From an optimization exercise on the open Yosys and OpenROAD flow, aimed at small area, a short achievable clock period and few clock cycles per item; shortcuts taken in it are not production practice.
At most, simulation tests tie the RTL to the original design; equivalence was not proved.
No activity file was given, so power comes from the tool's default toggle rates.

==> flow/design.v (excerpt) <==
module voltmeter_display_controller_core (
    input  wire logic                           i_clk,
    input  wire logic                           i_rst_n,
    input  wire logic                           i_cfg_we,
    input  wire logic [vdc_pkg::CFG_IDX_W-1:0]  i_cfg_idx,
    input  wire logic [vdc_pkg::CFG_DATA_W-1:0] i_cfg_data,
    input  wire logic                           i_in_valid,
    output      logic                           o_in_ready,
    input  wire logic [vdc_pkg::FUNC_W-1:0]     i_in_func,
    input  wire logic [9:0]                     i_in_sample,
    input  wire logic [vdc_pkg::SW_W-1:0]       i_in_switches,
    output      logic                           o_out_valid,
    input  wire logic                           i_out_ready,
    output      logic [vdc_pkg::SEG_W-1:0]      o_out_segments,
    output      logic                           o_out_digit_high,
    output      logic [vdc_pkg::DUTY_W-1:0]     o_out_duty_percent,
    output      logic [vdc_pkg::PERIOD_W-1:0]   o_out_compare_count,
    output      logic [vdc_pkg::VAL_W-1:0]      o_out_shown_value
);
Size in the first run: ~1100 cells after synthesis, about 150 flip-flops, roughly 81 I/O pins, roughly 9400 µm² of cells after synthesis.
==> module vdc_out, before the edit <==
module vdc_out (
    input  wire logic                 i_clk,
    input  wire logic                 i_rst_n,
    input  wire logic                 i_load,
    input  wire logic [FUNC_W-1:0]    i_op,
    input  wire logic [OPD_W-1:0]     i_opd,
    input  wire logic                 i_period_we,   
    input  wire logic [PERIOD_W-1:0]  i_period,
    output      logic                 o_busy,
    output      logic                 o_rotate,   
    output      logic [SEG_W-1:0]     o_seg,
    output      logic [DUTY_W-1:0]    o_duty,
    output      logic [VAL_W-1:0]     o_value,
    output      logic [PERIOD_W-1:0]  o_compare
);
    logic [VAL_W-1:0]  r_value;
    logic              r_toggle;
    logic [DUTY_W-1:0] r_duty;
    logic [SEG_W-1:0]  r_seg;      
    logic [PERIOD_W:0] r_q;
    logic [6:0]        r_rem;
    logic [5:0]        w_a;
    logic [4:0]        w_b;
    logic              w_ge1;
    logic [VAL_W-1:0]  w_avg_val;
    assign w_a       = i_opd[10:5];
    assign w_b       = i_opd[4:0];
    assign w_ge1     = w_a[5] || (w_b >= ~w_a[4:0]);
    assign w_avg_val = (w_a == 6'd31 && w_b == 5'd31) ? 7'd33 : VAL_W'(w_a) + VAL_W'(w_ge1);
    logic [1:0]        w_mode;
    logic [DUTY_W-1:0] w_lv;
    logic              w_lv_zero, w_lv_full;
    assign w_mode    = i_opd[9:8];
    assign w_lv      = i_opd[DUTY_W-1:0];
    assign w_lv_zero = (w_lv == 7'd0);
    assign w_lv_full = (w_lv >= 7'd100);
    logic w_sw, w_set0, w_setp, w_start;
    assign w_sw    = i_load && (i_op == FUNC_SWITCH);
    assign w_set0  = w_sw && (w_mode == 2'd0 || (w_mode == 2'd2 && w_lv_zero));
    assign w_setp  = w_sw && (w_mode == 2'd1 || (w_mode == 2'd2 && w_lv_full));
    assign w_start = (i_period_we && r_duty != 7'd0) || (w_sw && w_mode == 2'd2 && !w_lv_zero && !w_lv_full);
    always_ff @(posedge i_clk) begin
        if (!i_rst_n) begin
            r_value  <= '0;
            r_toggle <= 1'b0;
            r_duty   <= '0;
            r_seg    <= '0;
        end else if (i_load) begin
            case (i_op)
                FUNC_SAMPLE: r_value <= w_avg_val;
                FUNC_REFRESH: begin
                    r_toggle <= !r_toggle;
                    r_seg    <= vdc_pkg::refresh_seg(r_toggle, r_value);
                end
                FUNC_SWITCH: case (w_mode)
                    2'd0: r_duty <= 7'd0;
                    2'd1: r_duty <= 7'd100;
                    2'd2: begin
                        r_duty  <= w_lv_full ? 7'd100 : w_lv;
                        r_value <= w_lv;
                    end
                    default: ;
                endcase
                default: ;
            endcase
        end
    end
    logic [8:0] w_t;
    logic [1:0] w_k;
    logic [8:0] w_rem;
    logic [1:0] r_kq;
    logic [PERIOD_W-1:0] w_inc;      
    always_comb begin
        for (int i = 0; i < PERIOD_W; i++)
            w_inc[i] = r_kq[1] && (&(r_q[PERIOD_W-1:0] | (16'hffff << i)));
    end
    logic       w_step;
    assign o_busy   = !r_q[PERIOD_W];
    assign w_step   = o_busy && !r_q[PERIOD_W-1];
    assign o_rotate = w_step;
    assign w_t      = {1'b0, r_rem, 1'b0} + (i_period[PERIOD_W-1] ? {2'b00, r_duty} : 9'd0);
    always_comb begin
        if (w_t >= 9'd200) begin
            w_k   = 2'd2;
            w_rem = w_t - 9'd200;
        end else if (w_t >= 9'd100) begin
            w_k   = 2'd1;
            w_rem = w_t - 9'd100;
        end else begin
            w_k   = 2'd0;
            w_rem = w_t;
        end
    end
    always_ff @(posedge i_clk) begin
        if (!i_rst_n) begin
            r_q <= {1'b1, {PERIOD_W{1'b0}}};
        end else if (w_start) begin
            r_q <= '0;      
        end else if (w_set0) begin
            r_q <= {1'b1, {PERIOD_W{1'b0}}};
        end else if (w_setp) begin
            r_q <= {1'b1, i_period};
        end else if (o_busy) begin
            r_q <= {r_q[PERIOD_W-1:0] ^ w_inc, r_kq[0]};
        end
    end
    always_ff @(posedge i_clk) begin
        if (w_start) begin
            r_kq  <= 2'd1;
            r_rem <= '0;
        end else if (w_step) begin
            r_kq  <= w_k;
            r_rem <= w_rem[6:0];
        end
    end
    assign o_seg     = r_seg;
    assign o_duty    = r_duty;
    assign o_value   = r_value;
    assign o_compare = r_q[PERIOD_W-1:0];
endmodule
==> flow/config.mk <==
export PLATFORM = sky130hd
export DESIGN_NAME = voltmeter_display_controller_core
export DESIGN_NICKNAME = voltmeter_display_controller_core
export VERILOG_FILES = /design/flow/design.v
export SDC_FILE = /design/flow/constraint.sdc
export NUM_CORES = 4
export LEC_CHECK = 0
export ABC_CLOCK_PERIOD_IN_PS = 2000
export CAP_MARGIN = 20
export CORE_MARGIN = 2
export CORE_UTILIZATION = 40
export CTS_BUF_LIST = sky130_fd_sc_hd__clkbuf_4 sky130_fd_sc_hd__clkbuf_8
export CTS_CLUSTER_DIAMETER = 60
export CTS_CLUSTER_SIZE = 40
export SLEW_MARGIN = 20
==> flow/constraint.sdc <==
create_clock -name core_clock -period 8.0 [get_ports {i_clk}]
set_input_delay 1.6000 -clock core_clock [delete_from_list [all_inputs] [get_ports {i_clk}]]
set_output_delay 1.6000 -clock core_clock [all_outputs]
set_load 0.01 [all_outputs]
standard.sh (not shown) runs the stock make flow with config.mk's settings and CLKGATE_MAP_FILE= SYNTH_SCRIPT=/design/flow/synth_recipe.tcl, a recipe that flattens the netlist after the stock synthesis.
==> flow/flow/run.sh <==
#!/bin/bash
# Standard layout, with the port buffers made from buf_2 cells instead of the
# default choice, and timing repair aiming further below the clock period.
set -euo pipefail
export BUFFER_PORTS_ARGS="-buffer_cell sky130_fd_sc_hd__buf_2"
export SETUP_SLACK_MARGIN=5
bash standard.sh > standard.log 2>&1
Testbench counts at the start, summed over its fixed seeds: cycles 17,396, items 16,046.
Next try:
--- a/flow/design.v
+++ b/flow/design.v
@@ -390,10 +390,11 @@
     logic [VAL_W-1:0]  r_value;
     logic              r_toggle;
     logic [DUTY_W-1:0] r_duty;
     logic [SEG_W-1:0]  r_seg;      
     logic [PERIOD_W:0] r_q;
+    logic [PERIOD_W-1:0] r_qp;
     logic [6:0]        r_rem;
     logic [5:0]        w_a;
     logic [4:0]        w_b;
     logic              w_ge1;
     logic [VAL_W-1:0]  w_avg_val;
@@ -441,15 +442,10 @@
     end
     logic [8:0] w_t;
     logic [1:0] w_k;
     logic [8:0] w_rem;
     logic [1:0] r_kq;
-    logic [PERIOD_W-1:0] w_inc;      
-    always_comb begin
-        for (int i = 0; i < PERIOD_W; i++)
-            w_inc[i] = r_kq[1] && (&(r_q[PERIOD_W-1:0] | (16'hffff << i)));
-    end
     logic       w_step;
     assign o_busy   = !r_q[PERIOD_W];
     assign w_step   = o_busy && !r_q[PERIOD_W-1];
     assign o_rotate = w_step;
     assign w_t      = {1'b0, r_rem, 1'b0} + (i_period[PERIOD_W-1] ? {2'b00, r_duty} : 9'd0);
@@ -467,17 +463,24 @@
     end
     always_ff @(posedge i_clk) begin
         if (!i_rst_n) begin
             r_q <= {1'b1, {PERIOD_W{1'b0}}};
         end else if (w_start) begin
-            r_q <= '0;      
+            r_q <= '0;
         end else if (w_set0) begin
             r_q <= {1'b1, {PERIOD_W{1'b0}}};
         end else if (w_setp) begin
             r_q <= {1'b1, i_period};
         end else if (o_busy) begin
-            r_q <= {r_q[PERIOD_W-1:0] ^ w_inc, r_kq[0]};
+            r_q <= r_kq[1] ? {r_qp, 1'b0} : {r_q[PERIOD_W-1:0], r_kq[0]};
+        end
+    end
+    always_ff @(posedge i_clk) begin
+        if (w_start) begin
+            r_qp <= 16'd1;
+        end else if (o_busy) begin
+            r_qp <= (r_kq == 2'd0) ? {r_q[PERIOD_W-2:0], 1'b1} : {r_qp[PERIOD_W-2:0], r_kq[1]};
         end
     end
     always_ff @(posedge i_clk) begin
         if (w_start) begin
             r_kq  <= 2'd1;
Effect:
- worst hold slack loses 0.012 ns
- core utilization hardly moves
- cell area is higher by a little under a tenth
- power is higher by about a fifth
- non-clock buffer count is higher by 7
- flip-flop and latch count is higher by 16
- clock-buffer cell count is unchanged
- register-to-register slack loses 0.02 ns
- global-route usage stays flat
- clock skew is higher by 0.0036 ns
The RTL of the second run of this note was laid out without a check of its function.

-- separate check: timing with driven ports --
Ports are ideal in the flow. The routed layouts listed here were re-timed in OpenROAD. Step 1 (the two cells are an assumption about what drives the block):
set clk [get_ports {i_clk}]
set_driving_cell -lib_cell sky130_fd_sc_hd__clkbuf_16 $clk
set_driving_cell -lib_cell sky130_fd_sc_hd__buf_2 [delete_from_list [all_inputs] $clk]
Step 2 adds t to the input delays and takes it off the output delays; t is the mean of the earliest and latest rising clock arrival at the registers after step 1. Input paths then give back, and output paths get back, about the clock's delay inside the block. Slacks: ideal / step 1 / step 2; pairs: ideal / step 1.
run | t, ns | slack for setup (ns) | clock arrival spread, ns | worst data-port slew with drivers (ns) | cell pins on the clock port's net
the first run | 0.490 | 5.045 / 5.040 / 4.627 | 0.017 / 0.016 | 0.04 | 1
the second run | 0.486 | 4.981 / 4.946 / 4.578 | 0.019 / 0.019 | 0.08 | 1
After both steps setup and hold are still met in every run listed. The setup slack of the first run, which loses most, moves by -0.005 ns with the drivers and by -0.418 ns with both steps.
